This is an optimization exercise on Yosys and OpenROAD, whose aim is small area, a short achievable clock period and few clock cycles per item, not a production implementation. Function was checked by simulation only, so behaviour that the tests miss may differ from the original. Power is estimated from default activity; no workload was simulated.

==> flow/design.v <==
module dc_ao22 (
  input  logic a1, a2, b1, b2,
  output logic y
);
  assign y = (a1 & a2) | (b1 & b2);
endmodule
module dc_aoi222 (
  input  logic a1, a2, b1, b2, c1, c2,
  output logic y
);
  assign y = ~((a1 & a2) | (b1 & b2) | (c1 & c2));
endmodule
module dc_nand2 (
  input  logic a, b,
  output logic y
);
  assign y = ~(a & b);
endmodule
module dc_nand3 (
  input  logic a, b, c,
  output logic y
);
  assign y = ~(a & b & c);
endmodule
module dc_nand4 (
  input  logic a, b, c, d,
  output logic y
);
  assign y = ~(a & b & c & d);
endmodule
module dc_nor2 (
  input  logic a, b,
  output logic y
);
  assign y = ~(a | b);
endmodule
module dc_aoi22 (
  input  logic a1, a2, b1, b2,
  output logic y
);
  assign y = ~((a1 & a2) | (b1 & b2));
endmodule
module dc_rdbit (
  input  logic [3:0] s,
  input  logic [3:0] d,
  input  logic       sm,
  input  logic       dm,
  output logic       y
);
  logic n0, n1;
  dc_aoi222 u0 (.a1(s[0]), .a2(d[0]), .b1(s[1]), .b2(d[1]), .c1(s[2]), .c2(d[2]), .y(n0));
  dc_aoi22  u1 (.a1(s[3]), .a2(d[3]), .b1(sm), .b2(dm), .y(n1));
  dc_nand2  u2 (.a(n0), .b(n1), .y(y));
endmodule
module dc_sel64 (
  input  logic [63:0] s,
  input  logic [63:0] d,
  output logic        y
);
  logic [21:0] n1;
  logic [5:0]  n2;
  logic [2:0]  n3;
  for (genvar i = 0; i < 21; i++) begin : g_l1
    dc_aoi222 u (.a1(s[3*i]), .a2(d[3*i]), .b1(s[3*i+1]), .b2(d[3*i+1]),
                 .c1(s[3*i+2]), .c2(d[3*i+2]), .y(n1[i]));
  end
  dc_nand2 u_l1 (.a(s[63]), .b(d[63]), .y(n1[21]));
  for (genvar i = 0; i < 4; i++) begin : g_l2
    dc_nand4 u (.a(n1[4*i]), .b(n1[4*i+1]), .c(n1[4*i+2]), .d(n1[4*i+3]), .y(n2[i]));
  end
  dc_nand3 u_l2a (.a(n1[16]), .b(n1[17]), .c(n1[18]), .y(n2[4]));
  dc_nand3 u_l2b (.a(n1[19]), .b(n1[20]), .c(n1[21]), .y(n2[5]));
  for (genvar i = 0; i < 3; i++) begin : g_l3
    dc_nor2 u (.a(n2[2*i]), .b(n2[2*i+1]), .y(n3[i]));
  end
  dc_nand3 u_l4 (.a(n3[0]), .b(n3[1]), .c(n3[2]), .y(y));
endmodule
module dcache_ctrl_wb #(
  parameter  int ADDR_W  = 13,
  parameter  int DATA_W  = 16,
  parameter  int OFFS_W  = 2,
  parameter  int INDEX_W = 6,
  localparam int TAG_W   = ADDR_W - INDEX_W - OFFS_W,
  localparam int LINE_W  = DATA_W << OFFS_W,
  localparam int LINES   = 1 << INDEX_W,
  localparam int WORDS   = 1 << OFFS_W
) (
  input  logic                       i_clk,
  input  logic                       i_rst,
  input  logic [ADDR_W-1:0]          i_addr,
  input  logic [DATA_W-1:0]          i_wr_data,
  input  logic                       i_we,
  input  logic                       i_re,
  output logic [DATA_W-1:0]          o_rd_data,
  output logic                       o_hit,
  output logic                       o_stall,
  output logic [ADDR_W-OFFS_W-1:0]   o_mem_addr,
  output logic [LINE_W-1:0]          o_mem_wr_data,
  output logic                       o_mem_we,
  output logic                       o_mem_re,
  input  logic [LINE_W-1:0]          i_mem_rd_data,
  input  logic                       i_mem_rdy,
  input  logic [ADDR_W-1:0]          i_snoop_addr,
  input  logic                       i_snoop_req,
  input  logic                       i_snoop_inv,
  output logic                       o_snoop_found,
  output logic                       o_snoop_dirty,
  output logic [TAG_W-1:0]           o_tag_out
);
  logic [LINES-1:0]              r_valid;
  logic [LINES-1:0]              r_dirty;
  logic [LINES-1:0][TAG_W-1:0]   r_tag;
  logic [LINES-1:0][LINE_W-1:0]  r_data;
  logic [TAG_W-1:0]    w_tag;
  logic [INDEX_W-1:0]  w_idx;
  logic [OFFS_W-1:0]   w_off;
  logic [TAG_W-1:0]    w_stag;
  logic [INDEX_W-1:0]  w_sidx;
  logic [LINES-1:0]    w_sel;
  logic [LINES-1:0]    w_ssel;
  logic [LINES-1:0]    w_lmatch;
  logic [LINES-1:0]    w_vd;
  logic [LINE_W-1:0]   w_line;
  logic [TAG_W-1:0]    w_ctag;
  logic [TAG_W-1:0]    w_sctag;
  logic                w_svalid;
  logic                w_svd;
  logic                w_req;
  logic                w_match;
  logic                w_victim;
  logic                w_wb_done;
  logic                w_fill_done;
  logic                w_store_hit;
  logic                w_snoop_kill;
  logic                w_stag_eq;
  logic [LINE_W-1:0]   w_wline;
  logic [WORDS-1:0]    w_wen;
  logic [LINES*WORDS-1:0] w_den;
  logic [LINES*WORDS-1:0] w_dkeep;
  logic [LINES-1:0]    w_ten;
  logic [LINES-1:0]    w_tkeep;
  logic [LINES-1:0][LINE_W-1:0] w_data_d;
  logic [LINES-1:0][TAG_W-1:0]  w_tag_d;
  logic                w_unused_soff;
  logic [WORDS-1:0]    w_rsel;
  logic                w_msel;
  logic [DATA_W-1:0]   w_mword;
  assign w_tag  = i_addr[ADDR_W-1 -: TAG_W];
  assign w_idx  = i_addr[OFFS_W +: INDEX_W];
  assign w_off  = i_addr[OFFS_W-1:0];
  assign w_stag = i_snoop_addr[ADDR_W-1 -: TAG_W];
  assign w_sidx = i_snoop_addr[OFFS_W +: INDEX_W];
  assign w_unused_soff = ^i_snoop_addr[OFFS_W-1:0];
  always_comb begin
    for (int l = 0; l < LINES; l++) begin
      w_sel[l]  = (w_idx[1:0]  == l[1:0]) & (w_idx[3:2]  == l[3:2]) & (w_idx[5:4]  == l[5:4]);
      w_ssel[l] = (w_sidx[1:0] == l[1:0]) & (w_sidx[3:2] == l[3:2]) & (w_sidx[5:4] == l[5:4]);
    end
  end
  always_comb begin
    for (int l = 0; l < LINES; l++) begin
      w_lmatch[l] = r_valid[l] & (r_tag[l] == w_tag);
      w_vd[l]     = r_valid[l] & r_dirty[l];
    end
  end
  for (genvar b = 0; b < LINE_W; b++) begin : g_rline
    logic [LINES-1:0] col;
    for (genvar l = 0; l < LINES; l++) begin : g_c
      assign col[l] = r_data[l][b];
    end
    dc_sel64 u_sel (.s(w_sel), .d(col), .y(w_line[b]));
  end
  for (genvar b = 0; b < TAG_W; b++) begin : g_rtag
    logic [LINES-1:0] col;
    for (genvar l = 0; l < LINES; l++) begin : g_c
      assign col[l] = r_tag[l][b];
    end
    dc_sel64 u_sel  (.s(w_sel),  .d(col), .y(w_ctag[b]));
    dc_sel64 u_ssel (.s(w_ssel), .d(col), .y(w_sctag[b]));
  end
  dc_sel64 u_match  (.s(w_sel),  .d(w_lmatch), .y(w_match));
  dc_sel64 u_victim (.s(w_sel),  .d(w_vd),     .y(w_victim));
  dc_sel64 u_svalid (.s(w_ssel), .d(r_valid),  .y(w_svalid));
  dc_sel64 u_svd    (.s(w_ssel), .d(w_vd),     .y(w_svd));
  assign w_req = i_we | i_re;
  assign o_mem_we      = w_req & ~w_match & w_victim;
  assign o_mem_re      = w_req & ~w_match & ~w_victim;
  assign o_mem_addr    = {w_victim ? w_ctag : w_tag, w_idx};
  assign o_mem_wr_data = w_line;
  assign w_wb_done   = o_mem_we & i_mem_rdy;
  assign w_fill_done = o_mem_re & i_mem_rdy;
  assign o_hit       = w_req & (w_match | (~w_victim & i_mem_rdy));
  assign o_stall     = w_req & ~o_hit;
  assign w_store_hit = i_we & w_match;
  always_comb begin
    for (int w = 0; w < WORDS; w++) w_rsel[w] = w_match & (w_off == OFFS_W'(w));
  end
  assign w_msel  = ~w_match;
  assign w_mword = i_mem_rd_data[int'(w_off)*DATA_W +: DATA_W];
  for (genvar b = 0; b < DATA_W; b++) begin : g_rd
    dc_rdbit u_rd (.s(w_rsel),
                   .d({w_line[3*DATA_W+b], w_line[2*DATA_W+b], w_line[DATA_W+b], w_line[b]}),
                   .sm(w_msel), .dm(w_mword[b]), .y(o_rd_data[b]));
  end
  assign w_stag_eq     = (w_sctag == w_stag);
  assign o_snoop_found = w_svalid & w_stag_eq;
  assign o_snoop_dirty = w_svd & w_stag_eq;
  assign w_snoop_kill  = i_snoop_req & i_snoop_inv & o_snoop_found;
  assign o_tag_out     = w_ctag;
  always_comb begin
    for (int w = 0; w < WORDS; w++) begin
      if (i_we && w_off == OFFS_W'(w)) begin
        w_wline[w*DATA_W +: DATA_W] = i_wr_data;
        w_wen[w] = w_fill_done | w_store_hit;
      end else begin
        w_wline[w*DATA_W +: DATA_W] = i_mem_rd_data[w*DATA_W +: DATA_W];
        w_wen[w] = w_fill_done;
      end
    end
  end
  always_comb begin
    for (int l = 0; l < LINES; l++) begin
      for (int w = 0; w < WORDS; w++) begin
        w_den[l*WORDS+w]   = w_sel[l] & w_wen[w];
        w_dkeep[l*WORDS+w] = ~(w_sel[l] & w_wen[w]);
      end
      w_ten[l]   = w_sel[l] & w_fill_done;
      w_tkeep[l] = ~(w_sel[l] & w_fill_done);
    end
  end
  for (genvar l = 0; l < LINES; l++) begin : g_wl
    for (genvar b = 0; b < LINE_W; b++) begin : g_wd
      dc_ao22 u (.a1(w_den[l*WORDS+b/DATA_W]), .a2(w_wline[b]),
                 .b1(w_dkeep[l*WORDS+b/DATA_W]), .b2(r_data[l][b]), .y(w_data_d[l][b]));
    end
    for (genvar b = 0; b < TAG_W; b++) begin : g_wt
      dc_ao22 u (.a1(w_ten[l]), .a2(w_tag[b]), .b1(w_tkeep[l]), .b2(r_tag[l][b]), .y(w_tag_d[l][b]));
    end
  end
  always_ff @(posedge i_clk) begin
    r_data <= w_data_d;
    r_tag  <= w_tag_d;
  end
  always_ff @(posedge i_clk) begin
    if (i_rst) begin
      r_valid <= '0;
    end else begin
      if (w_store_hit) r_dirty[w_idx] <= 1'b1;
      if (w_wb_done)   r_dirty[w_idx] <= 1'b0;
      if (w_snoop_kill) begin
        r_valid[w_sidx] <= 1'b0;
        r_dirty[w_sidx] <= 1'b0;
      end
      if (w_fill_done) begin
        r_valid[w_idx] <= 1'b1;
        r_dirty[w_idx] <= i_we;
      end
    end
  end
endmodule
export LEC_CHECK = 0
export CAP_MARGIN = 20
export CORE_MARGIN = 2
export CORE_UTILIZATION = 35
export CTS_BUF_LIST = sky130_fd_sc_hd__clkbuf_4 sky130_fd_sc_hd__clkbuf_8
export PLACE_DENSITY = 0.45
export SETUP_SLACK_MARGIN = 3
export SLEW_MARGIN = 20
export SYNTH_HIERARCHICAL = 1
create_clock -name core_clock -period 10.0 [get_ports {i_clk}]
run.sh (not shown) runs the stock make flow with config.mk's settings and CLKGATE_MAP_FILE= SYNTH_SCRIPT=/design/flow/synth_recipe.tcl, a recipe that flattens the netlist after the stock synthesis.
Testbench counts at the start, summed over its fixed seeds: cycles 38,899, items 24,000.
Edit:
--- a/flow/design.v
+++ b/flow/design.v
@@ -189,14 +189,16 @@
   assign o_mem_wr_data = w_line;
   assign w_wb_done   = o_mem_we & i_mem_rdy;
   assign w_fill_done = o_mem_re & i_mem_rdy;
   assign o_hit       = w_req & (w_match | (~w_victim & i_mem_rdy));
   assign o_stall     = w_req & ~o_hit;
   assign w_store_hit = i_we & w_match;
-  always_comb begin
-    for (int w = 0; w < WORDS; w++) w_rsel[w] = w_match & (w_off == OFFS_W'(w));
+  for (genvar w = 0; w < WORDS; w++) begin : g_rsel
+    logic [LINES-1:0] m;
+    assign m = w_lmatch & {LINES{w_off == OFFS_W'(w)}};
+    dc_sel64 u_sel (.s(w_sel), .d(m), .y(w_rsel[w]));
   end
   assign w_msel  = ~w_match;
   assign w_mword = i_mem_rd_data[int'(w_off)*DATA_W +: DATA_W];
   for (genvar b = 0; b < DATA_W; b++) begin : g_rd
     dc_rdbit u_rd (.s(w_rsel),
                    .d({w_line[3*DATA_W+b], w_line[2*DATA_W+b], w_line[DATA_W+b], w_line[b]}),
Result: The new run finished with timing, DRC and antenna clean; routed wire length went up by a few percent; power went up slightly; final cell count went up by a few percent; core utilization barely changes; via count went up by a few percent; sequential power is about the same; clock power went up by a few percent; clock-buffer cell count went up by 52; design area went up slightly; maximum frequency went down by a few percent; sequential share of layout area went down by 0.69 points; critical path depth is unchanged; global-route usage went up by 0.81 points; non-clock buffer count went up by 85.
Testbench counts after the change, summed over its fixed seeds: cycles 38,899, items 24,000.

[separate check: timing with driven ports]
How much do the figures lean on ideal ports? The routed layouts below were timed once more, with nothing changed but the port constraints.
Step 1, drivers: a clkbuf_16 drives i_clk and a buf_2 each remaining input, both assumed.
Step 2 times the ports against the registers' clock, not the clock port: input delays grow and output delays shrink by t, the midpoint of the rising clock arrivals with the driver on.
Three values: ideal ports, drivers, drivers and shift; two values: the first two.
run | shift t [ns] | slack for setup (ns) | clock arrival spread, ns | worst register clock-pin slew, ns | cell pins on the clock port's net
the first run | 1.388 | 2.171 / 1.974 / 1.378 | 0.134 / 0.134 | 0.08 / 0.08 | 1
the second run | 1.403 | 1.993 / 1.932 / 1.796 | 0.124 / 0.124 | 0.07 / 0.07 | 1
After both steps every run listed still meets setup and hold. For the first run, which loses most, drivers alone change the setup slack by -0.197 ns; drivers and shift together by -0.793 ns.
